This design comes from an exercise in tuning for small area on the open sky130 flow, not from production work.
Function was checked by simulation only, so behaviour that the tests miss may differ from the original.
Power figures rest on the tool's default switching activity, not on a simulated workload. The clock port is modelled as an ideal driver; clocking choices that lean on that would not hold on a real chip.

==> flow/design.v (excerpt) <==
module side_ch
(
	input  logic                     clk,
	input  logic                     arst_n,
	input  logic                     reg_wr,
	input  logic                     reg_rd,
	input  logic [REG_ADDR_W-1:0]    reg_addr,
	input  logic [REG_DATA_W-1:0]    reg_wdata,
	output logic [REG_DATA_W-1:0]    reg_rdata,
	output logic                     reg_rvalid,
	input  logic                     short_preamble_detected,
	input  logic                     long_preamble_detected,
	input  logic                     pkt_header_valid_strobe,
	input  logic                     pkt_header_valid,
	input  logic                     fcs_in_strobe,
	input  logic                     fcs_ok,
	input  logic                     phy_tx_start,
	input  logic                     phy_tx_done,
	input  logic                     tx_pkt_need_ack,
	input  logic                     pkt_for_me,
	input  logic [ADDR2_W-1:0]       addr2,
	input  logic signed [RSSI_W-1:0] rssi_half_db,
	input  logic [2*IQ_W-1:0]        sample0_in,
	input  logic [2*IQ_W-1:0]        sample1_in,
	input  logic                     sample_in_strobe,
	output logic                     m_axis_tvalid,
	output logic [STREAM_W-1:0]      m_axis_tdata,
	output logic                     m_axis_tlast,
	input  logic                     m_axis_tready
);
	logic [NUM_EVENTS-1:0][COUNTER_W-1:0] counters;
	logic [REG_DATA_W-1:0] drop_cnt;
	logic [STREAM_W-1:0]   take_word;
	logic                  take;
	logic                  take_last;
	logic                  rssi_above;
	logic [TRIG_W-1:0]        cfg_trig_sel;
	logic signed [RSSI_W-1:0] cfg_rssi_th;
  ...
export LEC_CHECK = 0
export CAP_MARGIN = 20
export CORE_MARGIN = 2
export CORE_UTILIZATION = 70
export SLEW_MARGIN = 20
create_clock -name core_clock -period 6.0 [get_ports {clk}]
standard.sh (not shown) runs the stock make flow with config.mk's settings and CLKGATE_MAP_FILE= SYNTH_SCRIPT=/design/flow/synth_recipe.tcl, a recipe that flattens the netlist after the stock synthesis.
==> flow/flow/run.sh <==
#!/bin/bash
# ORFS layout through the standard.sh with three changes:
#  - synthesis is the standard flow's own script (synth_recipe.tcl) with only the combinational
#    mapping changed: no adder cells are extracted (ADDER_MAP_FILE empty), and abc
#    runs flow/area.abc, an area-oriented mapping, in place of the flow's speed
#    script (flip-flop mapping, flattening and naming are unchanged);
#  - port buffers use the smallest buffer cell;
#  - clock tree synthesis uses clkbuf_16 sink clusters of up to 30 flip-flops within
#    120 um, without dummy loads.
set -euo pipefail
W=$(pwd)
cat > "$W/flow_synth.tcl" <<EOS
proc abc {args} {
  set i [lsearch -exact \$args -script]
  if {\$i >= 0} { set args [lreplace \$args [expr {\$i+1}] [expr {\$i+1}] $W/flow/area.abc] }
  yosys abc {*}\$args
}
source $W/synth_recipe.tcl
EOS
bash standard.sh finish \
  "SYNTH_SCRIPT=$W/flow_synth.tcl" \
  "ADDER_MAP_FILE=" \
  "BUFFER_PORTS_ARGS=-buffer_cell sky130_fd_sc_hd__buf_1" \
  "CTS_ARGS=-sink_clustering_enable -repair_clock_nets -dont_use_dummy_load -buf_list sky130_fd_sc_hd__clkbuf_16 -sink_clustering_size 30 -sink_clustering_max_diameter 120" \
  > make_finish.log 2>&1
==> flow/flow/area.abc <==
&get -n
&st
&dch
&nf -R 1000 -p -C 32 -F 8
&put
Then changed:
--- a/flow/design.v
+++ b/flow/design.v
@@ -284,83 +284,85 @@
 	input  logic [STREAM_W-1:0]   take_word,
 	input  logic                  take,
 	input  logic                  take_last,
 	input  logic                  m_axis_tready,
 	output logic                  m_axis_tvalid,
 	output logic [STREAM_W-1:0]   m_axis_tdata,
 	output logic                  m_axis_tlast,
 	output logic [REG_DATA_W-1:0] drop_cnt
 );
 	logic [STREAM_W:0]       mem [0:FIFO_DEPTH-1];
-	logic [FIFO_AW:0]        count;
+	logic [FIFO_AW-1:0]      wr_ptr;
+	logic [FIFO_AW-1:0]      rd_ptr;
 	logic                    full;
 	logic                    offered;
 	logic                    push;
 	logic                    pop;
+	logic [FIFO_AW-1:0]      wr_ptr_nx;
 	logic                    full_nx;
-	logic                    shift;
-	logic [FIFO_AW-1:0]      head;
+	logic                    wr_en;
 	logic [STREAM_W:0]       rd_word;
-	assign full = count[FIFO_AW];
 	assign push = offered && !full;
 	assign pop  = m_axis_tvalid && m_axis_tready;
-	assign full_nx = !pop && (full || (offered && (count == (FIFO_AW+1)'(FIFO_DEPTH-1))));
-	assign shift   = take && !full_nx;
-	assign head    = count[FIFO_AW-1:0] + (push ? FIFO_AW'(0) : FIFO_AW'(FIFO_DEPTH-1));
+	assign wr_ptr_nx = wr_ptr + FIFO_AW'(push);
+	assign full_nx = !pop && (full || (offered && (wr_ptr + FIFO_AW'(1) == rd_ptr)));
+	assign wr_en   = take && !full_nx;
 	logic                  drop_ev;
 	logic [REG_DATA_W-1:0] drop_inc;
 	assign drop_ev = offered && full;
 	for (genvar k = 0; k < REG_DATA_W/8; k++)
 	begin : g_drop_byte
 		logic [8:0] c;
 		if (k == 0)
 			assign c[0] = drop_ev;
 		else
 			assign c[0] = drop_ev && (&drop_cnt[8*k-1:0]);
 		for (genvar b = 0; b < 8; b++)
 		begin : g_bit
 			assign drop_inc[8*k+b] = drop_cnt[8*k+b] ^ c[b];
 			assign c[b+1]          = drop_cnt[8*k+b] & c[b];
 		end
 	end
 	always_ff @(posedge clk)
 	begin
-		if (shift)
-		begin
-			mem[0] <= {take_last, take_word};
-			for (int i = 1; i < FIFO_DEPTH; i++)
-				mem[i] <= mem[i-1];
-		end
+		for (int i = 0; i < FIFO_DEPTH; i++)
+			if (wr_en && (wr_ptr_nx == FIFO_AW'(i)))
+				mem[i] <= {take_last, take_word};
 	end
 	always_comb
 	begin
 		rd_word = '0;
 		for (int i = 0; i < FIFO_DEPTH; i++)
 		begin
-			rd_word = rd_word | ({(STREAM_W+1){head == FIFO_AW'(i)}} & mem[i]);
+			rd_word = rd_word | ({(STREAM_W+1){rd_ptr == FIFO_AW'(i)}} & mem[i]);
 		end
 	end
-	assign m_axis_tvalid = (count != '0);
+	assign m_axis_tvalid = full || (wr_ptr != rd_ptr);
 	assign m_axis_tdata  = rd_word[STREAM_W-1:0];
 	assign m_axis_tlast  = rd_word[STREAM_W];
 	always_ff @(posedge clk or negedge arst_n)
 	begin
 		if (!arst_n)
 		begin
 			offered  <= 1'b0;
-			count    <= '0;
+			wr_ptr   <= '0;
+			rd_ptr   <= '0;
+			full     <= 1'b0;
 			drop_cnt <= '0;
 		end
 		else
 		begin
 			offered <= take;
-			count   <= count + (FIFO_AW+1)'(push) - (FIFO_AW+1)'(pop);
+			wr_ptr  <= wr_ptr_nx;
+			full    <= full_nx;
+			if (pop)
+				rd_ptr <= rd_ptr + FIFO_AW'(1);
 			drop_cnt <= drop_inc;
 		end
 	end
 endmodule
 `timescale 1ns/1ps
 import side_ch_pkg::*;
 module side_ch
 (
 	input  logic                     clk,
 	input  logic                     arst_n,
@@ -396,31 +398,21 @@
 	logic                  take;
 	logic                  take_last;
 	logic                  rssi_above;
 	logic [TRIG_W-1:0]        cfg_trig_sel;
 	logic signed [RSSI_W-1:0] cfg_rssi_th;
 	logic [CAP_LEN_W-1:0]     cfg_cap_len;
 	logic [NUM_EVENTS-1:0]    cfg_event_sel;
 	logic [REG_DATA_W-1:0]    cfg_addr2_target;
 	logic                     cfg_arm;
 	logic [NUM_EVENTS-1:0]    cfg_counter_clr;
-	logic [RSSI_W:0]   gt_chain;
-	logic [RSSI_W-1:0] ua;
-	logic [RSSI_W-1:0] ub;
-	assign ua = {~rssi_half_db[RSSI_W-1], rssi_half_db[RSSI_W-2:0]};
-	assign ub = {~cfg_rssi_th[RSSI_W-1], cfg_rssi_th[RSSI_W-2:0]};
-	assign gt_chain[0] = 1'b0;
-	for (genvar b = 0; b < RSSI_W; b++)
-	begin : g_gt
-		assign gt_chain[b+1] = (ua[b] & ~ub[b]) | (ua[b] & gt_chain[b]) | (~ub[b] & gt_chain[b]);
-	end
-	assign rssi_above = gt_chain[RSSI_W];
+	assign rssi_above = (rssi_half_db > cfg_rssi_th);
 	side_ch_reg_bank i_reg_bank (
 		.clk        (clk),
 		.arst_n     (arst_n),
 		.reg_wr     (reg_wr),
 		.reg_rd     (reg_rd),
 		.reg_addr   (reg_addr),
 		.reg_wdata  (reg_wdata),
 		.counters   (counters),
 		.drop_cnt   (drop_cnt),
 		.reg_rdata  (reg_rdata),
Result:
- core utilization drops by 0.64 points
- final cell count hardly moves
- count of clock-buffer cells in the layout stays the same
- routed wire length climbs by a few percent
- worst setup slack improves by 960 ps
- final area is about the same
- combinational power drops by a quarter to a third

-- port drivers added, routing unchanged --
Ports are ideal in the flow. The routed layouts listed here were re-timed in OpenROAD. Step 1 (the two cells are an assumption about what drives the block):
set clk [get_ports {clk}]
set_driving_cell -lib_cell sky130_fd_sc_hd__clkbuf_16 $clk
set_driving_cell -lib_cell sky130_fd_sc_hd__buf_2 [delete_from_list [all_inputs] $clk]
Step 2, shift: input delay + t, output delay - t, t = (earliest + latest rising clock arrival at the registers) / 2. This alone moves slack from input paths to output paths. a / b / c = ideal / step 1 / step 2; a / b = the first two.
| run | t (ns) | setup slack, ns | clock arrival spread, ns | worst slew at a driven data input, ns |
|---|---|---|---|---|
| the first run | 0.691 | 0.113 / 0.161 / -0.530 | 0.039 / 0.040 | 0.10 |
| the second run | 0.694 | 1.074 / 1.005 / 0.483 | 0.040 / 0.040 | 0.14 |
Met with ideal ports but missed after step 2: setup timing in the first run. For the first run, which loses most, drivers alone change the setup slack by +0.048 ns; drivers and shift together by -0.643 ns.
